Context: an optimization exercise on an open-source flow, tuned for a short achievable clock period and few clock cycles. The choices shown serve that exercise and are no tape-out recipe.
The RTL was checked by simulation tests, not by an equivalence proof against the original design.
No activity file was given, so power comes from the tool's default toggle rates.

Design cpu, start of the top module:
module cpu (
    input  wire                        clk,
    input  wire                        reset,
    input  wire  [32-1:0]       instRdata,
    input  wire  [32-1:0]       dataRdata,
    output logic [32-1:0]       instAddr,
    output logic [32-1:0]       dataAddr,
    output logic [32-1:0]       dataWdata,
    output logic                       dataWe,
    output logic                       grfWe,
    output logic [5-1:0] grfAddr,
    output logic [32-1:0]       grfWdata,
    output logic [32-1:0]       wbPc
);
clock: 8.0 ns
lec_check: 0
cap_margin: 30
core_margin: 2
core_utilization: 40
setup_slack_margin: 5
slew_margin: 30
synth_hierarchical: 1
run.sh (not shown) runs the stock make flow with config.mk's settings and CLKGATE_MAP_FILE= SYNTH_SCRIPT=/design/flow/synth_recipe.tcl, a recipe that flattens the netlist after the stock synthesis.
Testbench counts at the start, summed over its fixed seeds: cycles 103,163.
Edit:
--- a/flow/design.v
+++ b/flow/design.v
@@ -74,27 +74,29 @@
 `default_nettype none
 module aluUnit (
     input  wire  [31:0] eA,
     input  wire  [31:0] eAx,
     input  wire  [31:0] eB,
     input  wire  [31:0] mRes,
     input  wire         sub,
     input  wire         orOp,
     input  wire         fwdA,     
     input  wire         fwdB,     
-    output logic [31:0] res
+    output logic [31:0] res,
+    output logic [31:0] addr      
 );
     logic [31:0] sumRR, sumRM, sumMRa, sumMRs;
     fastAdd addRR  (.a(eAx), .b(eB), .inv(sub), .sum(sumRR));
     fastAdd addRM  (.a(eAx), .b(mRes), .inv(sub), .sum(sumRM));
     fastAdd addMRa (.a(mRes), .b(eB), .inv(1'b0), .sum(sumMRa));
     fastAdd addMRs (.a(~mRes), .b(eB), .inv(1'b1), .sum(sumMRs));
+    assign addr = fwdA ? sumMRa : sumRR;
     always_comb begin
         case ({fwdA, fwdB})
             2'b00:   res = orOp ? (eA | eB) : sumRR;
             2'b10:   res = orOp ? (mRes | eB) : sub ? sumMRs : sumMRa;
             2'b01:   res = sumRM;
             default: res = sub ? '0 : {mRes[30:0], 1'b0};
         endcase
     end
 endmodule
 module targetAdd (
@@ -213,23 +215,24 @@
                    kBeq = 7, kJal = 8, kSame = 9, kRs = 10, kRt = 11;
     logic [11:0] dKind, fKind;
     logic [31:0] dJump;     
     logic [31:1] dRsSel, dRtSel;
     logic [31:0] eA, eAx, eB, eS, ePc, eTarget;
     logic        eAfwdM, eBfwdM, eSfwdM, eSfwdL;
     logic        eAfwdL, eBfwdL;     
     logic        eSub, eOr, eLw, eSw, eBr, eJr, eWe;
     logic [4:0]  eDest;
     logic [31:0] mRes, mS, mPc;
+    logic [31:0] mAddr;     
     logic        mLw, mSw, mWe;
-    logic        mBr, mJr, mL, mEqE, mBothL;
-    logic [31:0] mOther, mTarget, mJrPc;
+    logic        mBr, mJr, mL, mEqE;
+    logic [31:0] mTarget, mJrPc;
     logic [31:0] wLoad;     
     logic [4:0]  mDest;
     logic [31:0] wData, wOut, wPc;
     logic        wWe;
     logic [4:0]  wDest;
     logic [31:1] wSel;
     logic [31:0] link;     
     logic [5:0]  op, fn;
     logic [4:0]  rs, rt, rd;
     logic        isAddu, isSubu, isJr, isOri, isLui, isLw, isSw, isBeq, isJal;
@@ -285,53 +288,56 @@
     logic stall;
     assign stall = stallQ && dValid;
     logic [31:0] dTarget;
     logic dRedirectEarly, takeFused;
     assign dRedirectEarly = isJal || isJr || beqSame;
     always_comb begin
         if (isJal)     dTarget = {dPc4[31:28], dInstr[25:0], 2'b00};
         else if (isJr) dTarget = link;
         else           dTarget = brTarget;
     end
-    logic [31:0] aluRes, aOp, sOp;
+    logic [31:0] aluRes, aluAddr, aOp, sOp;
     logic        mispredict;
     logic [31:0] eRedirectPc;
     aluUnit alu0 (
         .eA   (eA),
         .eAx  (eAx),
         .eB   (eB),
         .mRes (mRes),
         .sub  (eSub),
         .orOp (eOr),
         .fwdA (eAfwdM),
         .fwdB (eBfwdM),
-        .res  (aluRes)
+        .res  (aluRes),
+        .addr (aluAddr)
     );
     logic [31:0] xRR;
     assign xRR  = eAx ^ eB;
     assign eqRR = eSub ? &xRR : ~|xRR;
     always_comb begin
         case ({eAfwdM, eBfwdM})
             2'b00:   eq = eqRR;
             2'b10:   eq = mRes == eB;
             2'b01:   eq = eA == mRes;
             default: eq = 1'b1;
         endcase
     end
     assign aOp = eAfwdM ? mRes : eA;
     assign sOp = eSfwdL ? dataRdata : eSfwdM ? mRes : eS;
-    logic [31:0] bOp;
-    logic        eL, mispredictM, eqM;
-    assign bOp = eBfwdM ? mRes : eB;
-    assign eL  = eAfwdL || eBfwdL;
-    assign eqM         = mL ? (mBothL || wLoad == mOther) : mEqE;
-    assign mispredictM = (mBr && eqM) || (mJr && !eqM);
+    logic [31:0] bOp, cmpA, cmpB;
+    logic        eL, eqAll, mispredictM;
+    assign bOp   = eBfwdM ? mRes : eB;
+    assign eL    = eAfwdL || eBfwdL;
+    assign cmpA  = eAfwdL ? dataRdata : aOp;
+    assign cmpB  = eBfwdL ? dataRdata : bOp;
+    assign eqAll = eL ? (eAfwdL && eBfwdL) || cmpA == cmpB : eq;
+    assign mispredictM = (mBr && mEqE) || (mJr && !mEqE);
     assign mispredict  = mispredictM;
     assign eRedirectPc = !mJr ? mTarget : mL ? wLoad : mJrPc;
     logic go;
     assign go = !stall && !mispredictM;
     logic [31:0] pc4;
     incr4 pcInc (.a(pc), .sum(pc4));
     assign instAddr = pc;
     logic [31:0] pcOther;
     assign takeFused = fused && eqRR && !mispredict && !stall;
     assign pcOther   = mispredict ? eRedirectPc : stall ? pc :
@@ -439,30 +445,29 @@
             mLw  <= eLw;
             mSw  <= eSw;
             mWe  <= eWe;
             mBr  <= eBr;
             mJr  <= eJr;
         end
     end
     always_ff @(posedge clk) begin
         mDest <= eDest;
         mRes  <= aluRes;
+        mAddr <= aluAddr;
         mS    <= sOp;
         mPc   <= ePc;
-        mOther  <= eAfwdL ? bOp : aOp;
-        mBothL  <= eAfwdL && eBfwdL;
         mL      <= eL;
-        mEqE    <= eq;
+        mEqE    <= eqAll;
         mTarget <= eTarget;
         mJrPc   <= aOp;
     end
-    assign dataAddr  = mRes;
+    assign dataAddr  = mAddr;
     assign dataWdata = mS;
     assign dataWe    = mSw;
     always_ff @(posedge clk) begin
         if (reset) begin
             wWe  <= 1'b0;
             wSel <= '0;
         end else begin
             wWe  <= mWe;
             wSel <= mWe ? oneHot(mDest) : '0;
         end
After rerunning: Non-clock buffer count decreases by 8; area after synthesis rises by 1.0%; via count came out higher by 1.6%; clock power climbs by 4.4%; register-to-register slack loses 0.12 ns; clock-buffer cell count fell by 18; worst hold slack is worse by 0.0065 ns; design area grows by about 0.6%; global-route usage came out higher by 0.55 points; clock skew shrinks by 0.029 ns; worst setup slack gets worse by 0.082 ns.
Testbench counts after the change, summed over its fixed seeds: cycles 103,163.

static timing again, ports no longer ideal:
How much do the figures lean on ideal ports? The routed layouts below were timed once more, with nothing changed but the port constraints.
Step 1, drivers: a clkbuf_16 drives clk and a buf_2 each remaining input, both assumed.
Step 2, shift: input delay + t, output delay - t, t = (earliest + latest rising clock arrival at the registers) / 2. This alone moves slack from input paths to output paths.
Three values: no drivers, after step 1, after step 2; two values: the first two.
run	t (ns)	setup WS [ns]	slew at the worst register clock pin (ns)
the first run	0.945	4.900 / 4.810 / 4.037	0.07 / 0.07
the second run	0.943	4.818 / 4.818 / 3.983	0.07 / 0.07
After both steps every run listed still meets setup and hold. For the first run, which loses most, drivers alone change the setup slack by -0.090 ns; drivers and shift together by -0.863 ns.
